Context: an optimization exercise on an open-source flow, tuned for small area. The choices shown serve that exercise and are no tape-out recipe.
Only simulation tests tie the RTL to the original design; equivalence was not proved.
Power figures rest on the tool's default switching activity, not on a simulated workload. The clock port is modelled as an ideal driver; clocking choices that lean on that would not hold on a real chip.

run A:
==> flow/design.v <==
package dmem_pkg;
  localparam int WORD_BYTES = 4;
  localparam int ADDR_LSB   = 2;
  function automatic logic is_err(input logic [31:0] addr, input int unsigned depth);
    is_err = (addr[ADDR_LSB-1:0] != '0) || ({2'b00, addr[31:ADDR_LSB]} >= depth);
  endfunction
endpackage
module dmem_port_bit (
  input  logic clk,
  input  logic en,
  input  logic keep,
  input  logic d,
  input  logic prev,
  output logic q
);
  always_ff @(posedge clk) q <= (en & d) | (keep & prev);
endmodule
module dmem_aoi222 (
  input  logic a0, b0, a1, b1, a2, b2,
  output logic y
);
  assign y = ~((a0 & b0) | (a1 & b1) | (a2 & b2));
endmodule
module dmem_ao22 (
  input  logic a0, b0, a1, b1,
  output logic y
);
  assign y = (a0 & b0) | (a1 & b1);
endmodule
module dmem_and2 (
  input  logic a, b,
  output logic y
);
  assign y = a & b;
endmodule
module dmem_nand2 (
  input  logic a, b,
  output logic y
);
  assign y = ~(a & b);
endmodule
module dmem_nand4 (
  input  logic a, b, c, d,
  output logic y
);
  assign y = ~(a & b & c & d);
endmodule
module dmem_nor2 (
  input  logic a, b,
  output logic y
);
  assign y = ~(a | b);
endmodule
module dmem_or2 (
  input  logic a, b,
  output logic y
);
  assign y = a | b;
endmodule
module dmem_rd_col (
  input  logic [21:0] sel,
  input  logic [21:0] q,
  output logic        y
);
  logic [7:0] l1;    
  logic [1:0] l2;    
  for (genvar g = 0; g < 7; g++) begin : g_l1
    dmem_aoi222 u (.a0(sel[3*g]), .b0(q[3*g]), .a1(sel[3*g+1]), .b1(q[3*g+1]),
                   .a2(sel[3*g+2]), .b2(q[3*g+2]), .y(l1[g]));
  end
  dmem_nand2 u_l1 (.a(sel[21]), .b(q[21]), .y(l1[7]));
  for (genvar g = 0; g < 2; g++) begin : g_l2
    dmem_nand4 u (.a(l1[4*g]), .b(l1[4*g+1]), .c(l1[4*g+2]), .d(l1[4*g+3]), .y(l2[g]));
  end
  dmem_or2 u_l3 (.a(l2[0]), .b(l2[1]), .y(y));
endmodule
module dmem_word_array (
  input  logic        clk,
  input  logic [15:0] wr,
  input  logic [15:0] wr_n,      
  input  logic [3:0]  wbe,
  input  logic [3:0]  wbe_n,     
  input  logic        keep_n,    
  input  logic [31:0] wdata,
  input  logic [21:0] rd_sel,
  output logic [31:0] rdata
);
  logic [63:0][31:0] s;
  for (genvar p = 0; p < 64; p++) begin : g_pos
    localparam int PP = (p + 63) % 64;    
    if (p % 4 == 1) begin : g_port
      localparam int K = p / 4;
      for (genvar b = 0; b < 4; b++) begin : g_byte
        logic en, keep;
        dmem_nor2 u_en   (.a(wr_n[K]), .b(wbe_n[b]), .y(en));      
        dmem_nor2 u_keep (.a(en), .b(keep_n), .y(keep));          
        for (genvar k = 0; k < 8; k++) begin : g_bit
          dmem_port_bit u_bit (.clk(clk), .en(en), .keep(keep), .d(wdata[8*b+k]),
                               .prev(s[PP][8*b+k]), .q(s[p][8*b+k]));
        end
      end
    end else begin : g_shift
      always_ff @(posedge clk) s[p] <= s[PP];
    end
  end
  logic [31:0][21:0] q_t;    
  for (genvar r = 0; r < 22; r++) begin : g_rp
    for (genvar j = 0; j < 32; j++) begin : g_t
      assign q_t[j][r] = s[3 * r][j];
    end
  end
  for (genvar j = 0; j < 32; j++) begin : g_col
    dmem_rd_col u_col (.sel(rd_sel), .q(q_t[j]), .y(rdata[j]));
  end
endmodule
module dmem_responder
#(
  parameter int DEPTH_WORDS = 64
) (
  input  logic        clk,
  input  logic        rst,
  input  logic        req_valid,
  output logic        req_ready,
  input  logic        req_write,
  input  logic [31:0] req_addr,
  input  logic [31:0] req_wdata,
  input  logic [3:0]  req_be,
  output logic        rsp_valid,
  input  logic        rsp_ready,
  output logic [31:0] rsp_rdata,
  output logic        rsp_err
);
  logic [1:0] st;
  logic       idle, idle_n, req_err, store;
  logic [5:0] t, s;
  assign idle      = (st == 2'b00);
  assign idle_n    = !idle;
  assign req_ready = idle;
  assign rsp_valid = (st == 2'b10);
  assign req_err   = dmem_pkg::is_err(req_addr, DEPTH_WORDS);
  assign store     = idle && req_valid && req_write && !req_err;
  always_ff @(posedge clk or negedge rst) begin
    if (!rst) st <= 2'b00;
    else case (st)
      2'b00:   st <= req_valid ? 2'b01 : 2'b00;
      2'b01:   st <= 2'b11;
      2'b11:   st <= 2'b10;
      default: st <= rsp_ready ? 2'b00 : 2'b10;
    endcase
  end
  logic done, keep_all;
  always_ff @(posedge clk or negedge rst) begin
    if (!rst) begin
      t    <= '0;
      done <= 1'b0;
    end else begin
      t    <= t + 6'd1;
      done <= done || t[2];
    end
  end
  assign keep_all = done || t[2];
  logic [5:0] cap_idx;
  logic [3:0] cap_be;
  logic       cap_ok;
  logic [11:0] cap_d, cap_q;
  assign cap_d = {req_addr[dmem_pkg::ADDR_LSB +: 6], req_be, !req_write && !req_err, req_err};
  assign {cap_idx, cap_be, cap_ok, rsp_err} = cap_q;
  for (genvar i = 0; i < 12; i++) begin : g_cap
    dmem_port_bit u_cap (.clk(clk), .en(idle), .keep(idle_n), .d(cap_d[i]), .prev(cap_q[i]), .q(cap_q[i]));
  end
  logic [5:0] base;
  for (genvar i = 0; i < 6; i++) begin : g_base
    dmem_ao22 u (.a0(idle), .b0(req_addr[dmem_pkg::ADDR_LSB + i]), .a1(idle_n), .b1(cap_idx[i]), .y(base[i]));
  end
  assign s = base + t;
  logic pend, want, land;
  assign want = idle ? store : pend;
  assign land = want && s[1:0] == 2'b00;
  always_ff @(posedge clk or negedge rst) begin
    if (!rst) pend <= 1'b0;
    else      pend <= want && !land;
  end
  logic [15:0] wr, wr_n;
  always_comb
    for (int k = 0; k < 16; k++) begin
      wr[k]   = land && s[5:2] == 4'(k);
      wr_n[k] = !wr[k];
    end
  logic [31:0] wdata, rd;
  logic [3:0]  wbe;
  for (genvar j = 0; j < 32; j++) begin : g_wdata
    dmem_ao22 u (.a0(idle), .b0(req_wdata[j]), .a1(idle_n), .b1(rd[j]), .y(wdata[j]));
  end
  for (genvar b = 0; b < 4; b++) begin : g_wbe
    dmem_ao22 u (.a0(idle), .b0(req_be[b]), .a1(idle_n), .b1(cap_be[b]), .y(wbe[b]));
  end
  logic        ok_now, rget, rcap, rd_ld, rd_keep;
  logic [21:0] at_port, rd_sel;
  logic [31:0] rdata;
  assign ok_now = idle ? (!req_write && !req_err) : cap_ok;
  assign rget   = (st != 2'b10) && ok_now;
  always_comb
    for (int r = 0; r < 22; r++) begin
      at_port[r] = s == 6'(3 * r);
      rd_sel[r]  = at_port[r] && rget && keep_all;
    end
  assign rcap = rget && (|at_port);
  dmem_word_array u_mem (
    .clk    (clk),
    .wr     (wr),
    .wr_n   (wr_n),
    .wbe    (wbe),
    .wbe_n  (~wbe),
    .keep_n (!keep_all),
    .wdata  (wdata),
    .rd_sel (rd_sel),
    .rdata  (rdata)
  );
  assign rd_ld   = idle && req_write;
  assign rd_keep = !rd_ld && !rcap;
  for (genvar j = 0; j < 32; j++) begin : g_rd
    dmem_rd_bit u_rd (.clk(clk), .a(rd_ld), .d0(req_wdata[j]), .d1(rdata[j]),
                      .keep(rd_keep), .q(rd[j]));
    dmem_and2 u_out (.a(rd[j]), .b(cap_ok), .y(rsp_rdata[j]));
  end
endmodule
module dmem_rd_bit (
  input  logic clk,
  input  logic a,
  input  logic d0,
  input  logic d1,
  input  logic keep,
  output logic q
);
  always_ff @(posedge clk) q <= (a & d0) | (keep & q) | d1;
endmodule
clock: 8.0 ns
lec_check: 0
cap_margin: 0
core_margin: 2
core_utilization: 50
cts_cluster_diameter: 100
cts_cluster_size: 32
gpl_timing_driven: 0
slew_margin: 0
synth_hierarchical: 1
standard.sh (not shown) runs the stock make flow with config.mk's settings and CLKGATE_MAP_FILE= SYNTH_SCRIPT=/design/flow/synth_recipe.tcl, a recipe that flattens the netlist after the stock synthesis.
==> flow/flow/run.sh <==
#!/bin/bash
# The standard layout (standard.sh, unchanged), with one difference: the buffer that
# buffer_ports puts on every input and output port is the smallest buffer,
# sky130_fd_sc_hd__buf_1, instead of the one buffer_ports picks by default.
# make's full output goes to standard.log; ORFS keeps each step's log under orfs/logs.
set -euo pipefail
cd "$(dirname "$0")/.."
export BUFFER_PORTS_ARGS="-buffer_cell sky130_fd_sc_hd__buf_1"
bash standard.sh > standard.log 2>&1
Setup changes, run A to run B
--- a/flow/config.mk
+++ b/flow/config.mk
@@ -10,6 +10,6 @@
 export CORE_UTILIZATION = 50
 export CTS_CLUSTER_DIAMETER = 100
-export CTS_CLUSTER_SIZE = 32
-export GPL_TIMING_DRIVEN = 0
+export CTS_CLUSTER_SIZE = 34
+export PLACE_DENSITY = 0.75
 export SLEW_MARGIN = 0
 export SYNTH_HIERARCHICAL = 1
[summary]
Final instance area (run B over run A): decrease, about 1.4%
Taking run A as the reference, in run B total wire length went down; pin count of the biggest net entering global routing down 27%.
[compare] base=run A new=run B: final-layout worst hold slack grew by 0.013 ns, register-to-register slack rose 0.71 ns.
The inputs of run C differ from those of run B as listed below.
--- a/flow/config.mk
+++ b/flow/config.mk
@@ -8,8 +8,7 @@
 export CAP_MARGIN = 0
 export CORE_MARGIN = 2
-export CORE_UTILIZATION = 50
+export CORE_UTILIZATION = 60
 export CTS_CLUSTER_DIAMETER = 100
-export CTS_CLUSTER_SIZE = 34
-export PLACE_DENSITY = 0.75
+export CTS_CLUSTER_SIZE = 32
 export SLEW_MARGIN = 0
 export SYNTH_HIERARCHICAL = 1
==> comparison <==
Run C: slack of the worst reg-to-reg path 0.18 ns below run B. Share of final layout cell area taken by non-clock buffers of run C is on par with run B. Run C gives more power than run B did. Comparing final instance count without filler cells for run B and run C, the bigger number came from run B. Delta (run C minus run B): global-route usage went up, detailed router's first-iteration violation count has increased.
[inputs] run D vs run C
--- a/flow/config.mk
+++ b/flow/config.mk
@@ -8,5 +8,5 @@
 export CAP_MARGIN = 0
 export CORE_MARGIN = 2
-export CORE_UTILIZATION = 60
+export CORE_UTILIZATION = 50
 export CTS_CLUSTER_DIAMETER = 100
 export CTS_CLUSTER_SIZE = 32
==> run notes <==
| leakage component of the power | run D vs run C | ≈ equal |
Compared with run C, run D shows a clock share of power that is 0.4 points higher.
Compared with run C, run D shows a global-route usage that is 6.5 points lower.
Run D: switching share of power lower than run C
Net switching component of the power: higher on run C
The largest fanout on the critical path number comes out lower for run C vs run D.
Worst-margin pin slew was higher in run C than in run D.
Delta (run D minus run C): area growth from synthesis to final layout +0.71 points; cell count +235.
For run E, these inputs were changed with respect to run D:
--- a/flow/config.mk
+++ b/flow/config.mk
@@ -11,4 +11,5 @@
 export CTS_CLUSTER_DIAMETER = 100
 export CTS_CLUSTER_SIZE = 32
+export PLACE_DENSITY = 0.75
 export SLEW_MARGIN = 0
 export SYNTH_HIERARCHICAL = 1
## What came out
- Run E vs. run D: net switching component of the power now sits lower, non-clock buffer count lower, wire length has decreased.
- A critical-path cell with the highest stage delay of sky130_fd_sc_hd__nor2_4 is what run D shows, while sky130_fd_sc_hd__nor2_1 belongs to run E.
- [compare] base=run D new=run E: minimum clock period after layout fell 0.15 ns; combinational cell fraction of total power fell 0.5 points; maximum number of pins on one net before global-route repair rose 10%; post-route worst hold slack rose 0.0052 ns.
- Delta (run E minus run D): area enclosed by the die boundary stayed essentially flat, slew at the pin with the worst max-slew slack -0.076 ns.
- Critical path depth came out lower on run E than on run D.
- ~same fraction of standard cell area in multi-input logic in run E and run D

port drivers added, routing unchanged:
The results above use ideal ports. As a check the final layouts listed here were re-extracted and re-timed, cells and wires unchanged. Step 1 (the two cells are an assumption about what drives the block):
set clk [get_ports {clk}]
set_driving_cell -lib_cell sky130_fd_sc_hd__clkbuf_16 $clk
set_driving_cell -lib_cell sky130_fd_sc_hd__buf_2 [delete_from_list [all_inputs] $clk]
Step 2 adds t to the input delays and takes it off the output delays; t is the mean of the earliest and latest rising clock arrival at the registers after step 1. Input paths then give back, and output paths get back, about the clock's delay inside the block. Slacks: ideal / step 1 / step 2; pairs: ideal / step 1.
run	t (ns)	setup slack, ns	hold slack, ns	worst setup path after step 2
run A	0.748	1.488 / 1.488 / 1.488	0.315 / 0.315 / 0.315	register to register
run B	0.717	2.199 / 2.199 / 2.061	0.328 / 0.328 / 0.328	input to register
run C	0.730	2.017 / 2.017 / 1.911	0.316 / 0.316 / 0.316	input to register
run D	0.738	2.018 / 2.018 / 1.973	0.318 / 0.318 / 0.318	input to register
run E	0.724	2.168 / 2.168 / 2.051	0.324 / 0.324 / 0.324	input to register
After both steps every run listed still meets setup and hold. For run B, which loses most, drivers alone change the setup slack by 0.000 ns; drivers and shift together by -0.138 ns.
